This is an optimization exercise on Yosys and OpenROAD, whose aim is small area and a short achievable clock period, not a production implementation.
Function was not checked in any run shown here: the RTL went through the layout flow alone.

## flow/design.v (module list and top-level ports; edited modules follow where they fit)
// module iq_upconverter: 1348 lines
module iq_upconverter (
  input  logic        clk,
  input  logic        rstn,
  input  logic        en,
  input  logic [11:0] i_data,
  input  logic [11:0] q_data,
  output logic        if_valid,
  output logic [11:0] if_data
);
  // ...
==> flow/run.sh <==
#!/bin/bash
# synth_recipe.tcl (not shown) runs the flow's synth.tcl, then flattens the netlist and writes it again
# the make line also repeats each setting of config.mk as NAME=value (left out here)
make -C /OpenROAD-flow-scripts/flow DESIGN_CONFIG=/design/flow/config.mk WORK_HOME=/design/flow/orfs CLKGATE_MAP_FILE= SYNTH_SCRIPT=/design/flow/synth_recipe.tcl finish
==> flow/config.mk <==
export PLATFORM = sky130hd
export DESIGN_NAME = iq_upconverter
export DESIGN_NICKNAME = iq_upconverter
export VERILOG_FILES = /design/flow/design.v
export SDC_FILE = /design/flow/constraint.sdc
export NUM_CORES = 4
export LEC_CHECK = 0
export CAP_MARGIN = 20
export CORE_MARGIN = 2
export CORE_UTILIZATION = 40
export SETUP_SLACK_MARGIN = 3.2
export SLEW_MARGIN = 20
==> flow/constraint.sdc <==
create_clock -name core_clock -period 6.0 [get_ports {clk}]
set_input_delay 1.2000 -clock core_clock [delete_from_list [all_inputs] [get_ports {clk}]]
set_output_delay 1.2000 -clock core_clock [all_outputs]
set_load 0.01 [all_outputs]
==> flow_metrics.py, run 1 <==
metrics = {
    "hold_path": {
        "hold_start": "s1_1_1$_DFF_P_",
        "hp-class": "register to register",
    },
    "clock_tree": {
        "clk_latency_ns": 0.44,
    },
    "layout": {
        "multi_input_gates": 842,
        "seq_cell_count": 167,
        "layout_common_cells": "157 x dfxtp_1, 141 x inv_1, 107 x buf_4, 97 x fa_1, 96 x a22oi_1",
    },
    "routing": {
        "finalWirelength_um": 38900,
        "dr.max_layer_used": "met4",
    },
    "status": {
        "outcome": "finished clean",
    },
    "synth": {
        "synth.distinct_cells": 81,
        "ys.flop_type": "dfxtp_1",
        "seq_area_frac_synth_pct": 27.2,
        "synthArstFlopShare_pct": 5.39,
        "synth_xor_area_share_pct": 13.9,
        "syn_area_mm2": 0.0125,
        "netlist.area_leader.share_pct": 25.4,
    },
    "grt": {
        "grtUsageMet1_pct": 30.1,
        "use_met3_pct": 4.45,
    },
    "critical_path": {
        "critPathCaptureType": "register",
        "critPathMaxFanout": 6,
        "r2r_slack_ns": 2.95,
    },
    "floorplan": {
        "core-area_mm2": 0.0307,
    },
    "placement": {
        "place_area_mm2": 0.0132,
    },
}
==> inputs of run 2 (changes only) <==
--- a/flow/design.v
+++ b/flow/design.v
@@ -3,17 +3,21 @@
   input  logic        clk,
   input  logic        rstn,
   input  logic        en,
   input  logic [11:0] i_data,
   input  logic [11:0] q_data,
   output logic        if_valid,
   output logic [11:0] if_data
 );
-  logic [5:0]  phase;    
+  logic [1:0]  q;
+  logic [3:0]  ms;
+  logic [5:0]  phase, phase_nx;
+  assign phase    = {q, ms ^ {4{q[0]}}};
+  assign phase_nx = phase + 6'd1;
   logic        v1, v2;   
   logic [5:0]  bo0, bt0, bn0, bo1, bt1, bn1;
   logic [23:0] kk;
   logic pp0_0_0;
   logic pp0_0_1;
   logic pp0_0_2;
   logic pp0_0_3;
   logic pp0_0_4;
@@ -589,33 +593,36 @@
   logic s2_20_0;
   logic s2_21_0;
   logic s2_21_1;
   logic s2_22_0;
   logic s2_23_0;
   logic s2_23_1;
   always_ff @(posedge clk or negedge rstn) begin
     if (!rstn) begin
-      phase    <= 6'd0;
+      q        <= 2'd0;
+      ms       <= 4'd0;
       v1       <= 1'b0;
       v2       <= 1'b0;
       if_valid <= 1'b0;
     end else begin
-      if (en) phase <= phase + 6'd1;
+      if (en) begin
+        q  <= phase_nx[5:4];
+        ms <= phase_nx[3:0] ^ {4{phase_nx[4]}};
+      end
       v1       <= en;
       v2       <= v1;
       if_valid <= v2;
     end
   end
-  logic [3:0] ms, mc;
+  logic [3:0] mc;
   logic       sc, s1;
-  assign ms = phase[3:0] ^ {4{phase[4]}};
   assign mc = ~ms;
-  assign sc = phase[5] ^ phase[4];
-  assign s1 = ~phase[5];
+  assign sc = q[1] ^ q[0];
+  assign s1 = ~q[1];
   logic [5:0] mo_c, mt_c, mn_c, mo_s, mt_s, mn_s;
   always_comb begin
     case (mc)
       4'd0: begin mo_c = 6'b000010; mt_c = 6'b001100; mn_c = 6'b000100; end
       4'd1: begin mo_c = 6'b011110; mt_c = 6'b000000; mn_c = 6'b000110; end
       4'd2: begin mo_c = 6'b000101; mt_c = 6'b010000; mn_c = 6'b000100; end
       4'd3: begin mo_c = 6'b111110; mt_c = 6'b000001; mn_c = 6'b011101; end
       4'd4: begin mo_c = 6'b110111; mt_c = 6'b001000; mn_c = 6'b010111; end
==> flow/flow/run.sh (new file) <==
#!/bin/bash
# Layout: the standard ORFS flow (standard.sh), with two changes:
#  - the port buffers are sky130_fd_sc_hd__buf_4 cells instead of the
#    resizer's default choice (a delay cell);
#  - the repair steps may resize a cell to any drive strength, not only to a
#    cell with the same footprint.
# The output of each tool goes to the ORFS logs under orfs/logs; make's own
# output goes to standard.log here.
set -euo pipefail
bash standard.sh MATCH_CELL_FOOTPRINT=0 \
  "BUFFER_PORTS_ARGS=-buffer_cell sky130_fd_sc_hd__buf_4" \
  finish > standard.log 2>&1
==> flow/standard.sh (new file) <==
#!/bin/bash
# synth_recipe.tcl (not shown) runs the flow's synth.tcl, then flattens the netlist and writes it again
# the make line also repeats each setting of config.mk as NAME=value (left out here)
make -C /OpenROAD-flow-scripts/flow DESIGN_CONFIG=/design/flow/config.mk WORK_HOME=/design/flow/orfs CLKGATE_MAP_FILE= SYNTH_SCRIPT=/design/flow/synth_recipe.tcl "${@:-finish}"
removed: flow/run.sh
==> flow_metrics.py, run 2 <==
metrics = {
    "status": {
        "outcome": "finished clean",
    },
    "floorplan": {
        "ioPinCount": 40,
        "std_cell_rows": 63,
        "die_h_um": 177,
        "dieArea_mm2": 0.0313,
        "core-area_mm2": 0.0296,
        "die_w_um": 177,
        "start_util_pct": 40.4,
    },
    "clock_tree": {
        "clockBufferDepth": 2,
        "cts_tree": "done",
        "cts_made_buffers": 17,
        "cts-root-buf": "clkbuf_16",
        "cts_htree_levels": 4,
        "clkSlewWorstSetupHoldPaths_ns": 0.08,
        "cts_num_sinks": 167,
        "clk_latency_ns": 0.45,
        "hold_buffers": 0,
    },
    "synth": {
        "synthArstFlopShare_pct": 5.39,
        "ys.flop_type": "dfxtp_1",
        "synth_commonest_cells": "158 x dfxtp_1, 146 x inv_1, 131 x fa_1, 123 x a22oi_1, 111 x xnor2_1",
        "yosysMostFrequentCell": "dfxtp_1",
        "syn_avg_cell_area_um2": 9.78,
        "netlist.area_leader.share_pct": 26.5,
        "ys_ff_latch": 167,
        "syn_inst": 1222,
        "synth-edff-count": 0,
        "syn_area_mm2": 0.0120,
        "synth.distinct_cells": 75,
        "yosysWarnings": 1,
        "seq_area_frac_synth_pct": 28.3,
        "synth_top_area_cell": "dfxtp_1",
        "syn_nets": 1407,
        "synth.top_cells.by_area": "dfxtp_1 26%, fa_1 22%, xnor2_1 8.1%",
    },
    "routing": {
        "drtPass1Iterations": 5,
        "drt_iter0_markers": 904,
        "finalWirelength_um": 36000,
        "route.detailed.drc": 0,
        "dr_total_vias": 9786,
        "viasPerCell": 5.53,
        "antenna_left": 0,
        "dr.max_layer_used": "met4",
        "wl_met1_um": 14900,
        "routed-wl-met2_um": 17000,
        "routedWlPerCell_um": 20.3,
        "dr_wl_met3_um": 2960,
    },
    "layout": {
        "largest_register": "if_data",
        "antenna_cells": 0,
        "drive_gt1_share_pct": 32.3,
        "layout_common_cells": "172 x buf_4, 156 x dfxtp_1, 131 x inv_1, 112 x a22oi_1, 106 x fa_1",
        "layout.nets": 1552,
        "largest_registers": "if_data (12), ms (4), q (2)",
        "syn_to_final_growth_pct": 30.6,
        "layout.cells.most_common": "buf_4",
        "largest_reg_flops": 12,
    },
    "grt": {
        "grt_antenna_before_repair": 0,
        "gr-usage-all-layers_pct": 22.6,
        "grt_max_degree": 40,
        "grt_overflow": 0,
        "grt_pass1_wl_um": 53800,
        "grt_pass1_vias": 9400,
    },
    "critical_path": {
        "crit_slowest_cell": "dfrtp_2",
        "cp.arrival_ns": 3.18,
        "crit_type": "register to register",
        "setup.worst_path.start_class": "register",
        "required_ns": 6.32,
        "cp_cell_sequence": "buf_4 > xnor2_4 > ha_4 > nor2b_4 > a21oi_4 > o21ai_1 > nor2_1 > a211oi_2 > a21oi_2 > fa_2 > inv_2 > fa_1",
        "critPathMaxFanout": 5,
        "max_stage_delay_ns": 0.45,
        "critPathCaptureType": "register",
    },
    "job": {
        "maxCapViolCount": 0,
    },
    "timing": {
        "maxSlewViolCount": 0,
        "fin_crit_ns": 2.86,
        "setup_violations": 0,
        "fmax_ghz": 0.349,
        "slew_headroom_pct": 58.3,
        "fin_setup_tns_ns": 0,
        "final_hold_viol_count": 0,
        "clock_skew_ns": 0.0175,
        "worstMarginPinSlew_ns": 0.622,
        "rsz0062_at_grt": "yes",
        "fin_crit_sh_pct": 47.7,
    },
    "hold_path": {
        "hp-class": "register to register",
    },
    "placement": {
        "post-dp-hpwl_um": 23400,
        "port_buffers": 39,
        "place_congestion": 0.876,
    },
}
## run 2: worst paths after layout
| kind | slack (ns) | cells past startpoint | from | endpoint |
|---|---|---|---|---|
| setup / recovery | 3.14 | 12 | ms[1]$_DFFE_PN0P_ | s1_8_6$_DFF_P_ |
| hold / removal | 0.32 | 0 | s1_23_0$_DFF_P_ | s2_23_0$_DFF_P_ |
| setup reg to reg | 3.14 | 12 | ms[1]$_DFFE_PN0P_ | s1_8_6$_DFF_P_ |
| hold reg to reg | 0.32 | 0 | s1_23_0$_DFF_P_ | s2_23_0$_DFF_P_ |
| max in group asynchronous | 5.29 | 1 | rstn | ms[0]$_DFFE_PN0P_ |
| min in group asynchronous | 0.55 | 1 | rstn | q[0]$_DFFE_PN0P_ |
## run 2: cell families (layout without fill, tap and decap cells)
| logic type | after synthesis | count (layout) | share of synthesized area, % |
|---|---|---|---|
| xor gates and xnor gates | 183 | 183 | 13.9 |
| buffers and inverters | 243 | 400 | 8.57 |
| and+or+nand+nor | 157 | 157 | 6.30 |
| DFF | 167 | 167 | 28.3 |
| AOI/OAI and AO/OA | 304 | 305 | 17.2 |
| muxes | 7 | 7 | 0.701 |
| adders and majority gates | 161 | 161 | 25.0 |
## run 2: layer usage
layer	global-route usage (%)	up-vias
met5	0	-
met4	7.47	0
met3	3.97	105
met2	37.4	514
met1	30.0	4829
li1	-	4338
## run 2: cell type report
cell class | count | area, um^2
clock buffer | 17 | 425
clock inverter | 15 | 173
fill | 2585 | 13900
inverter | 149 | 579
multi-input combinational | 813 | 8470
sequential | 167 | 3400
tap | 390 | 488
timing repair buffer | 219 | 2080
## run 2: what timing repair did
action / CTS / global route
gates cloned: 6 / 4
endpoints found under the setup margin: 114 / 46
hold endpoints to repair: 0 / 0
gates resized for setup: 151 / 132
pin swaps: 33 / 75
buffers inserted: 90 / 55
## run 2: critical path: cells and delay by family, from the launching register on
kind                       cells  cell delay, ns
adders and majority gates      3            0.99
DFF                            1            0.45
and+or+nand+nor                2            0.28
buffers and inverters          2            0.26
AOI/OAI and AO/OA              4            0.47
xor gates and xnor gates       1            0.29
## run 2: through the flow
stage | utilization [%] | hold slack, ns | cell area (um^2) | setup WS (ns) | cells
floorplan | - | 0.310 | 12000 | 3.13 | 1222
global placement | 42.3 | 0.311 | 12500 | 2.26 | 1583
detailed placement | 42.3 | 0.312 | 12500 | 2.19 | 1583
CTS | 49.4 | 0.318 | 14600 | 3.11 | 1711
global route | 52.8 | 0.326 | 15600 | 3.05 | 1770
finish | 52.8 | 0.321 | 15600 | 3.14 | 1770
==> inputs of run 3 (changes only) <==
--- a/flow/config.mk
+++ b/flow/config.mk
@@ -8,5 +8,5 @@
 export CAP_MARGIN = 20
 export CORE_MARGIN = 2
 export CORE_UTILIZATION = 40
-export SETUP_SLACK_MARGIN = 3.2
+export SETUP_SLACK_MARGIN = 3.6
 export SLEW_MARGIN = 20
==> flow_metrics.py, run 3 <==
metrics = {
    "critical_path": {
        "cp.arrival_ns": 3.26,
        "r2r-start": "ms[3]$_DFFE_PN0P_",
        "critPathCaptureType": "register",
        "critPathMaxFanout": 4,
        "r2r_slack_ns": 3.05,
        "ff2ff_path_depth": 15,
        "reg2reg_to": "s1_8_6$_DFF_P_",
        "crit_type": "register to register",
        "setup.worst_path.start_class": "register",
        "required_ns": 6.31,
    },
    "grt": {
        "grt_pass1_vias": 10089,
        "grt_max_degree": 37,
        "gr-usage-all-layers_pct": 24.4,
        "grt_pass1_wl_um": 57400,
        "grt_antenna_before_repair": 0,
        "grt_overflow": 0,
    },
    "synth": {
        "yosysMostFrequentCell": "dfxtp_1",
        "netlist.area_leader.share_pct": 26.5,
        "seq_area_frac_synth_pct": 28.3,
        "ys.flop_type": "dfxtp_1",
        "synth_top_area_cell": "dfxtp_1",
        "synthArstFlopShare_pct": 5.39,
        "synth-edff-count": 0,
        "yosysWarnings": 1,
        "syn_area_mm2": 0.0120,
        "syn_nets": 1407,
        "synth_commonest_cells": "158 x dfxtp_1, 146 x inv_1, 131 x fa_1, 123 x a22oi_1, 111 x xnor2_1",
        "syn_inst": 1222,
        "synth.top_cells.by_area": "dfxtp_1 26%, fa_1 22%, xnor2_1 8.1%",
        "syn_avg_cell_area_um2": 9.78,
        "ys_ff_latch": 167,
        "synth.distinct_cells": 75,
    },
    "placement": {
        "place_ws_ns": 2.18,
        "port_buffers": 39,
        "place_congestion": 0.901,
        "post-dp-hpwl_um": 24100,
    },
    "layout": {
        "layout.nets": 1571,
        "largest_register": "if_data",
        "multi_input_area_mm2": 0.00962,
        "drive_gt1_share_pct": 46.0,
        "largest_registers": "if_data (12), ms (4), q (2)",
        "largest_reg_flops": 12,
        "syn_to_final_growth_pct": 42.6,
        "antenna_cells": 0,
        "layout_common_cells": "154 x dfxtp_1, 153 x buf_4, 120 x inv_1, 85 x fa_1, 73 x xnor2_1",
        "register_area_mm2": 0.00341,
        "utilization_pct": 57.7,
        "layout.cells.most_common": "dfxtp_1",
        "fillCellCount": 2347,
    },
    "clock_tree": {
        "cts_htree_levels": 4,
        "clkSlewWorstSetupHoldPaths_ns": 0.08,
        "cts_tree": "done",
        "cts_made_buffers": 17,
        "clockBufferDepth": 2,
        "cts_num_sinks": 167,
        "cts-root-buf": "clkbuf_16",
        "clk_latency_ns": 0.45,
    },
    "timing": {
        "clock_skew_ns": 0.0160,
        "final_hold_viol_count": 0,
        "setup_slack_ns": 3.05,
        "fmax_ghz": 0.339,
        "maxSlewViolCount": 0,
        "rsz0062_at_grt": "yes",
        "slew_headroom_pct": 56.5,
        "fin_setup_tns_ns": 0,
        "fin_crit_ns": 2.95,
        "setup_violations": 0,
        "fin_crit_sh_pct": 49.2,
        "worstMarginPinSlew_ns": 0.645,
    },
    "hold_path": {
        "hp-class": "register to register",
        "holdPathStages": 0,
        "min_to": "s2_23_0$_DFF_P_",
        "hold_start": "s1_23_0$_DFF_P_",
    },
    "floorplan": {
        "std_cell_rows": 63,
        "die_h_um": 177,
        "ioPinCount": 40,
        "core-area_mm2": 0.0296,
        "start_util_pct": 40.4,
        "dieArea_mm2": 0.0313,
        "die_w_um": 177,
    },
    "routing": {
        "routedWlPerCell_um": 21.7,
        "dr_total_vias": 9959,
        "route.detailed.drc": 0,
        "drt_iter0_markers": 756,
        "viasPerCell": 5.57,
        "antenna_left": 0,
        "drtPass1Iterations": 5,
        "finalWirelength_um": 38800,
    },
    "job": {
        "maxCapViolCount": 0,
    },
    "status": {
        "outcome": "finished clean",
    },
}
[run 3: how the worst max path moves through the flow]
stage | start | endpoint | slack [ns]
after detailed placement | q[1]$_DFFE_PN0P_ | s1_10_6$_DFF_P_ | 2.18
after CTS | ms[3]$_DFFE_PN0P_ | s1_8_6$_DFF_P_ | 3.18
after floorplan | ms[0]$_DFFE_PN0P_ | s1_9_6$_DFF_P_ | 3.32
after global placement | ms[3]$_DFFE_PN0P_ | s1_18_3$_DFF_P_ | 2.10
after global routing | ms[3]$_DFFE_PN0P_ | s1_8_6$_DFF_P_ | 3.00
final | ms[3]$_DFFE_PN0P_ | s1_8_6$_DFF_P_ | 3.05
[run 3: kinds of logic (layout without fill, tap and decap cells)]
kind of cell             Yosys count  in the layout  synth area share, %
adder cells (fa/ha/maj)          161            161                 25.0
multiplexers                       7              7                0.701
XOR/XNOR                         183            183                 13.9
buffers and inverters            243            418                 8.57
flip-flops                       167            167                 28.3
AND/OR/NAND/NOR                  157            159                 6.30
AO/OA/AOI/OAI                    304            304                 17.2
[run 3: routing by layer]
layer	wire, um	GRT usage, %	up-vias
met5	0	0	-
met4	1870	10.3	0
met3	2610	4.92	153
met2	18500	40.1	533
met1	15900	31.5	4902
li1	-	-	4371
[run 3: per-stage QoR]
stage,instance area (um^2),std cells,hold slack (ns)
floorplan,12700,1222,0.310
global placement,13000,1579,0.312
detailed placement,13000,1579,0.313
CTS,16100,1760,0.330
global route,17000,1789,0.332
finish,17000,1789,0.329
[run 3: layout make-up]
| type | count | share of cell area (%) |
|---|---|---|
| well taps | 390 | 2.86 |
| inverters | 149 | 3.41 |
| repair buffers | 236 | 13.8 |
| multi-input cells | 814 | 56.5 |
| clock buffers | 17 | 2.50 |
| clock inverters | 15 | 0.925 |
| repair inverters | 1 | 0.0440 |
| flip-flops and latches | 167 | 20.0 |
[run 3: timing repair]
action | 4_1_cts | 5_1_grt
resized for setup | 284 | 144
hold buffers | 0 | 0
hold endpoints to repair | 0 | 0
setup buffers | 140 | 26
pin swaps | 92 | 107
gates cloned | 9 | 3
endpoints found under the setup margin | 124 | 120
[run 3: critical path, cell delays in order, from the launching register on]
cell        delay, ns
dfrtp_2          0.39
buf_12           0.11
clkinvlp_4       0.09
buf_6            0.13
ha_4             0.24
buf_6            0.14
buf_6            0.12
nor2b_4          0.12
a21oi_2          0.05
o21ai_1          0.15
nor2_1           0.08
a211oi_2         0.24
a21oi_2          0.09
fa_2             0.38
inv_2            0.07
fa_1             0.40

separate check: timing with driven ports:
No port has a modelled driver above. Below, the same layouts with a new extraction and two added sets of constraints.
Step 1: set_driving_cell puts a clkbuf_16 on clk and a buf_2 on each other input, an assumption about the parent block.
Step 2, shift: input delay + t, output delay - t, t = (earliest + latest rising clock arrival at the registers) / 2. This alone moves slack from input paths to output paths.
a / b / c = ideal / step 1 / step 2; a / b = the first two.
run	shift t [ns]	slack for setup (ns)	slew at the worst register clock pin (ns)
run 1	0.485	2.952 / 2.952 / 2.531	0.09 / 0.09
run 2	0.493	3.138 / 3.138 / 2.946	0.08 / 0.08
run 3	0.489	3.047 / 3.047 / 2.957	0.08 / 0.08
After both steps every run listed still meets setup and hold. For run 1, which loses most, drivers alone change the setup slack by 0.000 ns; drivers and shift together by -0.421 ns.
